This is an optimization exercise on Yosys and OpenROAD, whose aim is small area, a short achievable clock period and few clock cycles per item, not a production implementation. Where RTL was checked, it was by simulation tests only, not by an equivalence proof against the original.

## balance_car_motor_drive
module balance_car_motor_drive (
  input  wire logic        clk_i,
  input  wire logic        rst_ni,
  input  wire logic        cfg_we_i,
  input  wire logic [2:0]  cfg_idx_i,
  input  wire logic [14:0] cfg_data_i,
  input  wire logic        s_axis_tvalid_i,
  output logic             s_axis_tready_o,
  input  wire logic [95:0] s_axis_tdata_i,
  output logic             m_axis_tvalid_o,
  input  wire logic        m_axis_tready_i,
  output logic [31:0]      m_axis_tdata_o
);
  logic [9:0]  bkp_q, vkp_q, vki_q;
  logic [13:0] bkd_q;
  logic [12:0] pwm_lim_q;
  logic [14:0] int_lim_q;
  logic [7:0]  drv_spd_q;
  logic [5:0]  trn_lim_q;
  always_ff @(posedge clk_i or negedge rst_ni) begin
    if (!rst_ni) begin
      bkp_q     <= 10'd340;
      bkd_q     <= 14'd4096;
      vkp_q     <= 10'd80;
      vki_q     <= 10'd102;
      pwm_lim_q <= 13'd7000;
      int_lim_q <= 15'd6000;
      drv_spd_q <= 8'd20;
      trn_lim_q <= 6'd30;
    end else if (cfg_we_i) begin
      unique case (cfg_idx_i)
        3'd0: bkp_q     <= cfg_data_i[9:0];
        3'd1: bkd_q     <= cfg_data_i[13:0];
        3'd2: vkp_q     <= cfg_data_i[9:0];
        3'd3: vki_q     <= cfg_data_i[9:0];
        3'd4: pwm_lim_q <= cfg_data_i[12:0];
  ...
Size: ~6200 cells after synthesis, roughly 70000 um2 of cells after synthesis.
clock: 12.0 ns
lec_check: 0
cap_margin: 20
core_margin: 2
core_utilization: 55
place_density: 0.65
setup_slack_margin: 5
slew_margin: 20
synth_hierarchical: 1
synth_minimum_keep_size: 0
run.sh (not shown) runs the stock make flow with config.mk's settings and CLKGATE_MAP_FILE= SYNTH_SCRIPT=/design/flow/synth_recipe.tcl, a recipe that flattens the netlist after the stock synthesis.
Change:
Settings changed: CORE_UTILIZATION 55 to 65, PLACE_DENSITY 0.65 to 0.75.
Outcome:
- The changed run produced a clean layout
- utilization rose by 10 points
- synthesized cell count is unchanged
- routed wire length rose by a few percent
- non-clock buffer count fell by 3
Change:
Settings changed: GPL_ROUTABILITY_DRIVEN set to 0.
Area after synthesis is unchanged.
Design area stays flat.
Fmax falls by 0.73%.
Setup slack degrades by 37 ps.
Routed wire length went down by 1.4%.
No run of this note included a check of the RTL's function; only the layout flow was run.

Another version of the RTL of balance_car_motor_drive (not shown whole).
For scale: ~6,300 cells after synthesis, about 700 flip-flops, roughly 150 I/O pins, about 71,000 um2 of cells after synthesis.
clock: 12.0 ns
lec_check: 0
cap_margin: 50
core_margin: 2
core_utilization: 65
place_density: 0.75
setup_slack_margin: 5
slew_margin: 80
synth_hierarchical: 1
synth_minimum_keep_size: 0
The first run completed without violations.
Edit:
CAP_MARGIN = 20   (was 50)
SLEW_MARGIN = 20   (was 80)
Outcome:
- synthesized cell count is unchanged
- global-route usage came out lower by 0.85 points
- first-iteration DRC count came out lower by 6.9%
- non-clock buffer count came out lower by 330
- sequential cell count stays the same
- setup slack loses 0.092 ns
- wire length came out lower by 3.5%
- synthesized area stays the same
- cell area came out lower by about 7%
No run of this note included a check of the RTL's function; only the layout flow was run.

P:
balance_car_motor_drive, a different RTL version from the one above (not shown whole).
Size: ~6,500 cells after synthesis, roughly 150 I/O pins, roughly 74,000 sq um of cells after synthesis.
clock: 12.0 ns
lec_check: 0
cap_margin: 60
core_margin: 2
core_utilization: 60
place_density: 0.75
setup_slack_margin: 5
slew_margin: 60
synth_hierarchical: 1
synth_minimum_keep_size: 0
P finished every step from synthesis to the final layout, and the layout passed the timing, design-rule and antenna checks.
Testbench counts of P, summed over its fixed seeds: cycles 3,264, items 3,200.
Here is what was changed in the inputs of Q compared with P.
Settings: CAP_MARGIN now 20, was 60; SLEW_MARGIN now 20, was 60; CORE_UTILIZATION now 40, was 60; PLACE_DENSITY now 0.6, was 0.75.
Findings:
Lower achievable frequency was reported by Q, not P.
Wire length of the first global-routing pass ends up lower on P.
On required time of the critical path, P and Q are basically level.
Q vs P, critical path buffer and inverter count went down by 1.
Diff P -> Q | via count | down slightly
Diff P -> Q | number of buffers added by the clock tree synthesis step | increase of 2
Comparing P and Q, the lower total of plain and repair buffers excluding clock buffers was measured on Q.
Critical path depth: P and Q compared, higher one is P

== before ==
Another version of the RTL of balance_car_motor_drive (not shown whole).
For scale: about 6,200 cells after synthesis, roughly 720 flip-flops.
clock: 12.0 ns
lec_check: 0
cap_margin: 20
core_margin: 2
core_utilization: 65
place_density: 0.75
setup_slack_margin: 5
slew_margin: 20
synth_hierarchical: 1
synth_minimum_keep_size: 0
before ran to completion and came out clean on the timing, design-rule and antenna checks.
Testbench counts of before, summed over its fixed seeds: cycles 3,264, items 3,200.
> inputs changed (before -> after)
Settings: PLACE_DENSITY now 0.85, was 0.75; CORE_UTILIZATION now 75, was 65.
==> summary.txt <==
after: final critical-path required period is 0.11 ns higher than what before reported.
Compared with before, in after number of standard-cell rows in the floorplan has decreased, design area saw little to no change.
Status: sequential share of layout area parity (after, before)
Sort before and after by timing-limited maximum frequency desc -> top: before
The via count in after was higher than what before gave.
Re final worst setup slack: before and after aren't equal, and the lower value belongs to after.
Going from before to after, routed wire length per instance grew by a few percent.

balance_car_motor_drive, a different RTL version from the one above (not shown whole).
Size: roughly 150 I/O pins.
make LEC_CHECK=0 CAP_MARGIN=20 CORE_MARGIN=2 CORE_UTILIZATION=65 PLACE_DENSITY=0.75 SETUP_SLACK_MARGIN=5 SLEW_MARGIN=20 SYNTH_HIERARCHICAL=1 SYNTH_MINIMUM_KEEP_SIZE=0 finish   # period 12.0 ns
The starting point went through all stages and came out clean.
Testbench counts at the start, summed over its fixed seeds: cycles 3,264, items 3,200.
Edit:
Settings changed: CORE_UTILIZATION 65 to 60, PLACE_DENSITY 0.75 to 0.7.
Effect: The new run went through all stages and came out clean; via count came out lower slightly; setup slack gets better by 0.093 ns; wire length goes up slightly; utilization drops by 5.3 points.

Another version of the RTL of balance_car_motor_drive (not shown whole).
Size in the first run: about 6200 cells after synthesis.
clock: 12.0 ns
lec_check: 0
cap_margin: 20
core_margin: 2
core_utilization: 65
place_density: 0.75
setup_slack_margin: 5
slew_margin: 20
synth_hierarchical: 1
synth_minimum_keep_size: 0
The first run ran to the end with no violations.
Testbench counts at the start, summed over its fixed seeds: cycles 3,264, items 3,200.
Edit:
--- a/flow/config.mk
+++ b/flow/config.mk
@@ -9,4 +9,4 @@
 export CORE_MARGIN = 2
-export CORE_UTILIZATION = 65
-export PLACE_DENSITY = 0.75
+export CORE_UTILIZATION = 60
+export PLACE_DENSITY = 0.7
 export SETUP_SLACK_MARGIN = 5
The changed run produced a clean layout.
Worst setup slack improves by 0.20 ns.
Count of clock-buffer cells in the layout fell by 3.
Wire length rose by 0.43%.
Maximum frequency rose by 4.2%.
Die area rose by 8.2%.
Register-to-register slack improves by 0.20 ns.

[re-timing with driven ports]
How much do the figures lean on ideal ports? The routed layouts below were timed once more, with nothing changed but the port constraints. Step 1 (the two cells are an assumption about what drives the block):
set clk [get_ports {clk_i}]
set_driving_cell -lib_cell sky130_fd_sc_hd__clkbuf_16 $clk
set_driving_cell -lib_cell sky130_fd_sc_hd__buf_2 [delete_from_list [all_inputs] $clk]
Step 2 moves the port delays by t, midway between the first and last clock arrival at a register: inputs arrive t later, outputs are due t later. That takes back most of the time a late clock gives input paths. Slacks: no drivers / after step 1 / after step 2; pairs: no drivers / after step 1.
| run | t, ns | setup slack, ns | latest minus earliest clock arrival (ns) |
|---|---|---|---|
| the first run of note 1 | 0.768 | 6.941 / 6.941 / 6.941 | 0.034 / 0.034 |
| the second run of note 1 | 0.732 | 6.938 / 6.938 / 6.930 | 0.041 / 0.041 |
| the third run of note 1 | 0.732 | 6.901 / 6.901 / 6.901 | 0.035 / 0.036 |
| the first run of note 2 | 0.730 | 6.562 / 6.562 / 6.562 | 0.032 / 0.032 |
| the second run of note 2 | 0.744 | 6.469 / 6.469 / 6.469 | 0.030 / 0.031 |
| P | 0.768 | 7.006 / 7.006 / 7.006 | 0.041 / 0.041 |
| Q | 0.789 | 6.898 / 6.898 / 6.898 | 0.054 / 0.054 |
| before | 0.736 | 6.882 / 6.882 / 6.335 | 0.031 / 0.031 |
| after | 0.754 | 6.772 / 6.772 / 6.155 | 0.044 / 0.043 |
| the first run of note 5 | 0.744 | 7.208 / 7.208 / 7.070 | 0.048 / 0.047 |
| the second run of note 5 | 0.778 | 7.301 / 7.301 / 6.955 | 0.054 / 0.055 |
| the first run of note 6 | 0.741 | 6.976 / 6.976 / 6.727 | 0.034 / 0.034 |
| the second run of note 6 | 0.733 | 7.178 / 7.178 / 6.784 | 0.032 / 0.032 |
After both steps setup and hold are still met in every run listed. The setup slack of after, which loses most, moves by 0.000 ns with the drivers and by -0.617 ns with both steps.
